This design comes from an exercise in tuning for small area, a short achievable clock period and few clock cycles per item on the open sky130 flow, not from production work. In this exercise RTL edits were held to simulation tests only and were not proved equivalent to the original. No activity file was given, so power comes from the tool's default toggle rates.

==> flow/run.sh <==
#!/bin/bash
# synth_recipe.tcl (not shown) runs the flow's synth.tcl, then flattens the netlist and writes it again
# the make line also repeats each setting of config.mk as NAME=value (left out here)
make -C /OpenROAD-flow-scripts/flow DESIGN_CONFIG=/design/flow/config.mk WORK_HOME=/design/flow/orfs CLKGATE_MAP_FILE= SYNTH_SCRIPT=/design/flow/synth_recipe.tcl finish
==> flow/config.mk <==
export PLATFORM = sky130hd
export DESIGN_NAME = byte_string_sorter
export DESIGN_NICKNAME = byte_string_sorter
export VERILOG_FILES = /design/flow/design.v
export SDC_FILE = /design/flow/constraint.sdc
export NUM_CORES = 4
export LEC_CHECK = 0
export CAP_MARGIN = 20
export CORE_MARGIN = 2
export CORE_UTILIZATION = 40
export SLEW_MARGIN = 20
==> flow/constraint.sdc <==
create_clock -name core_clock -period 4.2 [get_ports {clk}]
set_input_delay 0.8400 -clock core_clock [delete_from_list [all_inputs] [get_ports {clk}]]
set_output_delay 0.8400 -clock core_clock [all_outputs]
set_load 0.01 [all_outputs]
==> flow/design.v <==
package bss_pkg;
    localparam int MAX_LEN_DEFAULT = 64;
    localparam int CHAR_W          = 8;
    typedef struct packed {
        logic insert;    
        logic shift;     
    } bss_cmd_t;
    typedef struct packed {
        logic last_one;  
    } bss_status_t;
    function automatic logic bss_goes_after(input logic [CHAR_W-1:0] a,
                                            input logic [CHAR_W-1:0] b,
                                            input logic desc);
        logic [CHAR_W-1:0] ka;
        logic [CHAR_W-1:0] kb;
        ka = {~a[CHAR_W-1], a[CHAR_W-2:0]};
        kb = {~b[CHAR_W-1], b[CHAR_W-2:0]};
        bss_goes_after = desc ? (ka < kb) : (ka > kb);
    endfunction
endpackage
module bss_ctrl (
    input  logic                 clk,
    input  logic                 rst_n,
    input  logic                 in_valid,
    input  logic                 in_is_last,
    output logic                 in_ready,
    output logic                 out_valid,
    input  logic                 out_ready,
    input  bss_pkg::bss_status_t status,
    output bss_pkg::bss_cmd_t    cmd
);
    typedef enum logic [1:0] {
        S_FILL  = 2'b01,
        S_DRAIN = 2'b10
    } state_t;
    state_t state_reg, state_next;
    assign in_ready   = (state_reg == S_FILL);
    assign out_valid  = (state_reg == S_DRAIN);
    assign cmd.insert = in_valid && in_ready;
    assign cmd.shift  = out_valid && out_ready;
    always_comb
    begin
        state_next = state_reg;
        case (state_reg)
            S_FILL:
            begin
                if (cmd.insert && in_is_last)
                begin
                    state_next = S_DRAIN;
                end
            end
            S_DRAIN:
            begin
                if (cmd.shift && status.last_one)
                begin
                    state_next = S_FILL;
                end
            end
            default:
            begin
                state_next = S_FILL;
            end
        endcase
    end
    always_ff @(posedge clk or negedge rst_n)
    begin
        if (!rst_n)
        begin
            state_reg <= S_FILL;
        end
        else
        begin
            state_reg <= state_next;
        end
    end
endmodule
module bss_datapath #(
    parameter int MAX_LEN = bss_pkg::MAX_LEN_DEFAULT
) (
    input  logic                       clk,
    input  logic                       rst_n,
    input  bss_pkg::bss_cmd_t          cmd,
    input  logic [bss_pkg::CHAR_W-1:0] char_in,
    input  logic                       cfg_we,
    input  logic                       cfg_wdata,
    output logic [bss_pkg::CHAR_W-1:0] char_out,
    output logic                       end_of_string,
    output logic                       overflow,
    output bss_pkg::bss_status_t       status
);
    localparam int CW = $clog2(MAX_LEN + 1);
    logic [bss_pkg::CHAR_W-1:0] cell_reg  [MAX_LEN];
    logic [bss_pkg::CHAR_W-1:0] cell_next [MAX_LEN];
    logic [MAX_LEN-1:0] gt;
    logic [CW-1:0] count_reg, count_next;
    logic          flag_reg, flag_next;
    logic          desc_reg, desc_next;
    logic          full;
    assign full       = (count_reg == CW'(MAX_LEN));
    for (genvar i = 0; i < MAX_LEN; i++)
    begin : g_cell
        logic occupied;
        logic [bss_pkg::CHAR_W-1:0] up_val;
        logic [bss_pkg::CHAR_W-1:0] down_val;
        assign occupied    = (CW'(i) < count_reg);
        assign gt[i]       = !occupied || bss_pkg::bss_goes_after(cell_reg[i], char_in, desc_reg);
        if (i == 0)
        begin : g_first
            assign up_val = char_in;
        end
        else
        begin : g_rest
            assign up_val = gt[i-1] ? cell_reg[i-1] : char_in;
        end
        if (i == MAX_LEN - 1)
        begin : g_top
            assign down_val = cell_reg[i];
        end
        else
        begin : g_mid
            assign down_val = cell_reg[i+1];
        end
        always_comb
        begin
            cell_next[i] = cell_reg[i];
            if (cmd.insert && !full && gt[i])
            begin
                cell_next[i] = up_val;
            end
            else if (cmd.shift)
            begin
                cell_next[i] = down_val;
            end
        end
        always_ff @(posedge clk)
        begin
            cell_reg[i] <= cell_next[i];
        end
    end
    always_comb
    begin
        count_next = count_reg;
        flag_next  = flag_reg;
        desc_next  = desc_reg;
        if (cfg_we)
        begin
            desc_next = cfg_wdata;
        end
        if (cmd.insert)
        begin
            if (full)
            begin
                flag_next = 1'b1;
            end
            else
            begin
                count_next = count_reg + CW'(1);
            end
        end
        else if (cmd.shift)
        begin
            count_next = count_reg - CW'(1);
            if (status.last_one)
            begin
                flag_next = 1'b0;
            end
        end
    end
    always_ff @(posedge clk or negedge rst_n)
    begin
        if (!rst_n)
        begin
            count_reg <= '0;
            flag_reg  <= 1'b0;
            desc_reg  <= 1'b0;
        end
        else
        begin
            count_reg <= count_next;
            flag_reg  <= flag_next;
            desc_reg  <= desc_next;
        end
    end
    assign status.last_one = (count_reg == CW'(1));
    assign char_out        = cell_reg[0];
    assign end_of_string   = status.last_one;
    assign overflow        = flag_reg;
endmodule
module byte_string_sorter #(
    parameter int MAX_LEN = bss_pkg::MAX_LEN_DEFAULT
) (
    input  logic                       clk,
    input  logic                       rst_n,
    input  logic                       in_valid,
    output logic                       in_ready,
    input  logic [bss_pkg::CHAR_W-1:0] in_char,
    input  logic                       in_is_last,
    output logic                       out_valid,
    input  logic                       out_ready,
    output logic [bss_pkg::CHAR_W-1:0] out_char,
    output logic                       out_end_of_string,
    output logic                       out_overflow,
    input  logic                       cfg_we,
    input  logic                       cfg_wdata
);
    bss_pkg::bss_cmd_t    cmd;
    bss_pkg::bss_status_t status;
    bss_ctrl u_ctrl (
        .clk        (clk),
        .rst_n      (rst_n),
        .in_valid   (in_valid),
        .in_is_last (in_is_last),
        .in_ready   (in_ready),
        .out_valid  (out_valid),
        .out_ready  (out_ready),
        .status     (status),
        .cmd        (cmd)
    );
    bss_datapath #(
        .MAX_LEN (MAX_LEN)
    ) u_datapath (
        .clk           (clk),
        .rst_n         (rst_n),
        .cmd           (cmd),
        .char_in       (in_char),
        .cfg_we        (cfg_we),
        .cfg_wdata     (cfg_wdata),
        .char_out      (out_char),
        .end_of_string (out_end_of_string),
        .overflow      (out_overflow),
        .status        (status)
    );
endmodule
==> load_flow_metrics.sql <==
INSERT INTO impl_metrics (metric_group, metric, value, unit) VALUES
('logic_synthesis', 'synth_largest_type_area_fraction', '37.1', '%'),
('floorplan', 'floorplan.initialDensity', '40.2', '%'),
('route', 'average_wire_length_per_cell_after_detail_routing', '24.0', 'um'),
('logic_synthesis', 'yosys_register_bits', '523', ''),
('setup_path', 'timing.critical_path.cells', 'nor2_2 > nand2_1 > nor2_1 > clkdlybuf4s50_1', ''),
('logic_synthesis', 'synth-warning-count', '4', ''),
('clocking', 'cts.htree.levels', '3', ''),
('cells_and_area', 'post_route_cells_drive_above_1_share', '22.4', '%'),
('cells_and_area', 'area_growth_syn_to_layout', '13.1', '%'),
('logic_synthesis', 'synthFlopType', 'sky130_fd_sc_hd__edfxtp_1', ''),
('timing', 'final_min_period_over_clock_period', '94.0', '%'),
('setup_path', 'crit_fanout', '15', ''),
('clocking', 'postCtsHoldBufs', '0', ''),
('timing', 'finalCriticalPeriod', '3950', 'ps'),
('setup_path', 'critPathBufInv', '1', ''),
('floorplan', 'die_width', '326', 'um'),
('clocking', 'clock_sinks', '523', ''),
('clocking', 'max-clock-path-buffers', '3', ''),
('setup_path', 'timing.rr.start', 'u_datapath.count_reg[2]', ''),
('power_and_ir_drop', 'power.density', '563', 'nW/um2'),
('timing', 'max_clock_freq', '253', 'MHz'),
('route', 'detailroute.via_count', '31531', ''),
('grt', 'met1_use_gr', '32.4', '%'),
('cells_and_area', 'fin_cells', '5329', ''),
('setup_path', 'startpoint', 'u_datapath.count_reg[2]', ''),
('setup_path', 'endpoint_kind', 'output pin', ''),
('floorplan', 'top_level_ports', '27', ''),
('timing', 'slew_headroom', '35.3', '%'),
('cells_and_area', 'total_inserted_antenna_cells', '0', ''),
('floorplan', 'coreArea', '103000', 'um2'),
('clocking', 'cts_resized', '0', ''),
('setup_path', 'critical_path_cell_count', '4', ''),
('power_and_ir_drop', 'vdd_drop_max', '0.366', 'mV'),
('floorplan', 'design.die.area', '106000', 'um2'),
('timing', 'finClkSkew', '30.5', 'ps'),
('timing', 'postLayoutSetupSlackWorst', '251', 'ps'),
('route', 'vias_per_cell', '5.92', ''),
('place', 'pre_cts_ws', '205', 'ps'),
('grt', 'overflow', '0', ''),
('cells_and_area', 'layout.cell_area.non_filler', '46800', 'um2'),
('logic_synthesis', 'syn_inst', '3798', ''),
('grt', 'grt_util_met2', '38.4', '%'),
('place', 'post_dp_cell_area', '44700', 'um2'),
('grt', 'grt_start_max_net_pins', '48', ''),
('grt', 'grt_busiest_layer', 'met2', ''),
('clocking', 'cts_setup_buffers', '0', ''),
('logic_synthesis', 'synth_area', '41400', 'um2'),
('setup_path', 'cp_data_arrival_time', '3110', 'ps'),
('outcome', 'run_status', 'finished clean', ''),
('clocking', 'cts-root-buf', 'sky130_fd_sc_hd__clkbuf_16', ''),
('place', 'hpwlAfterDp', '90900', 'um'),
('route', 'drt_iter0_drc', '2378', ''),
('logic_synthesis', 'synth_top_cell_by_area', 'sky130_fd_sc_hd__edfxtp_1', ''),
('job', 'maxCapViolCount', '0', ''),
('timing', 'worst_slew_pin_slew', '969', 'ps'),
('clocking', 'cts_inserted_buffers', '66', ''),
('logic_synthesis', 'synthesis.area_per_instance', '10.9', 'um2'),
('place', 'buffer_ports.inserted', '26', ''),
('setup_path', 'ff2ff_path_depth', '6', ''),
('setup_path', 'cp_top_family', 'simple AND/OR/NAND/NOR gates', ''),
('logic_synthesis', 'most_area_consuming_cells_after_synthesis', 'sky130_fd_sc_hd__edfxtp_1, sky130_fd_sc_hd__ha_1, sky130_fd_sc_hd__mux2_2', ''),
('clocking', 'clock_latency', '630', 'ps'),
('setup_path', 'critical_path.slowest_cell', 'sky130_fd_sc_hd__clkdlybuf4s50_1', ''),
('timing', 'timing.final.setup_violations', '0', ''),
('timing', 'setup-tns-final', '0', 'ps'),
('floorplan', 'core.rowCount', '118', ''),
('power_and_ir_drop', 'power.leakage', '18.9', 'nW'),
('grt', 'via_count_of_the_first_global_routing_pass', '31565', ''),
('grt', 'grt_pass1_wl', '194000', 'um'),
('min_path', 'hold_path_class', 'input port to asynchronous set/reset pin', ''),
('logic_synthesis', 'synth.yosys.seq_area_share', '37.8', '%');
## synthesized netlist by cell type, types with 11 or more instances
cell type	number
sky130_fd_sc_hd__ha_1	515
sky130_fd_sc_hd__edfxtp_1	512
sky130_fd_sc_hd__mux2_2	450
sky130_fd_sc_hd__a21oi_1	372
sky130_fd_sc_hd__mux2i_1	326
sky130_fd_sc_hd__o21ai_0	296
sky130_fd_sc_hd__nand2_1	237
sky130_fd_sc_hd__inv_1	146
sky130_fd_sc_hd__nand4_1	129
sky130_fd_sc_hd__clkbuf_1	94
sky130_fd_sc_hd__buf_2	89
sky130_fd_sc_hd__nor2_1	86
sky130_fd_sc_hd__nor2b_1	65
sky130_fd_sc_hd__o211ai_1	65
sky130_fd_sc_hd__nand2b_1	49
sky130_fd_sc_hd__a21o_1	27
sky130_fd_sc_hd__o22ai_1	22
sky130_fd_sc_hd__a211oi_1	19
sky130_fd_sc_hd__buf_4	18
sky130_fd_sc_hd__o221a_2	18
sky130_fd_sc_hd__and2_1	17
sky130_fd_sc_hd__o31ai_1	17
sky130_fd_sc_hd__nor3_1	11
sky130_fd_sc_hd__o221ai_1	11
## per-layer routing
metal	share of wire, %	vias up
met5	0.012	-
met4	3.5	2
met3	4.8	254
met2	46	894
met1	46	15572
li1	-	14809
## kinds of logic after synthesis
group / count (synthesis) / share of synthesized area [%]
multiplexers: 788 / 20.5
XOR/XNOR: 6 / 0.127
flip-flops: 523 / 37.8
adder cells (fa/ha/maj): 515 / 15.6
buffers and inverters: 357 / 3.78
AO/OA/AOI/OAI: 975 / 14.6
AND/OR/NAND/NOR: 634 / 7.66
## metrics by stage
stage,hold slack (ps),utilization (%)
2_1_floorplan,521,-
3_3_place_gp,570,43.4
3_5_place_dp,579,43.4
4_1_cts,572,45.4
5_1_grt,604,45.4
6_report,597,45.4
## cell type report
cell class	count	area, um2
Fill cell	9703	56200
Multi-Input combinational cell	2918	24500
Sequential cell	523	15700
Timing Repair Buffer	243	2250
Clock buffer	83	1840
Tap cell	1380	1730
Inverter	147	577
Clock inverter	35	254
## where the power goes
part / switching (W) / internal, W / leakage, nW
Sequential: 0.00125 / 0.00759 / 4.88
Combinational: 0.00641 / 0.00542 / 13.0
Clock: 0.00237 / 0.00333 / 1.02
## worst register-to-register path: cells and delay by family, from the launching register on
kind,cells,cell delay [ps]
AO/OA/AOI/OAI,2,900
buffers and inverters,1,240
multiplexers,2,610
flip-flops,1,770
AND/OR/NAND/NOR,1,680
## final timing paths
path                                                    to  slack, ps
min in group core_clock         u_datapath.cell_reg[62][1]        600
max in group asynchronous              u_datapath.desc_reg       3160
worst min register to register  u_datapath.cell_reg[62][1]        600
worst max register to register   u_datapath.cell_reg[2][4]        750
worst max-delay path                     out_end_of_string        250
worst min-delay path               u_datapath.count_reg[1]        600
Testbench counts, summed over its fixed seeds: cycles 25,684, bytes 12,838.

afterwards: timing with drivers on the ports:
The results above use ideal ports. As a check the final layout listed here was re-extracted and re-timed, cells and wires unchanged. Step 1 (the two cells are an assumption about what drives the block):
set clk [get_ports {clk}]
set_driving_cell -lib_cell sky130_fd_sc_hd__clkbuf_16 $clk
set_driving_cell -lib_cell sky130_fd_sc_hd__buf_2 [delete_from_list [all_inputs] $clk]
Step 2 also shifts input and output timing later by t, the mid clock arrival at the registers, as if the neighbouring blocks saw the same clock. Slacks: ideal ports / drivers / drivers and shift; pairs: ideal ports / drivers.
shift t [ns]: 0.688
setup WS [ns]: 0.251 / 0.179 / 0.138
hold slack, ns: 0.597 / 0.597 / 0.597
worst setup path at the end: input to register
clock arrival spread, ns: 0.034 / 0.034
After both steps setup and hold are still met in this run. The setup slack of this run moves by -0.072 ns with the drivers and by -0.113 ns with both steps.
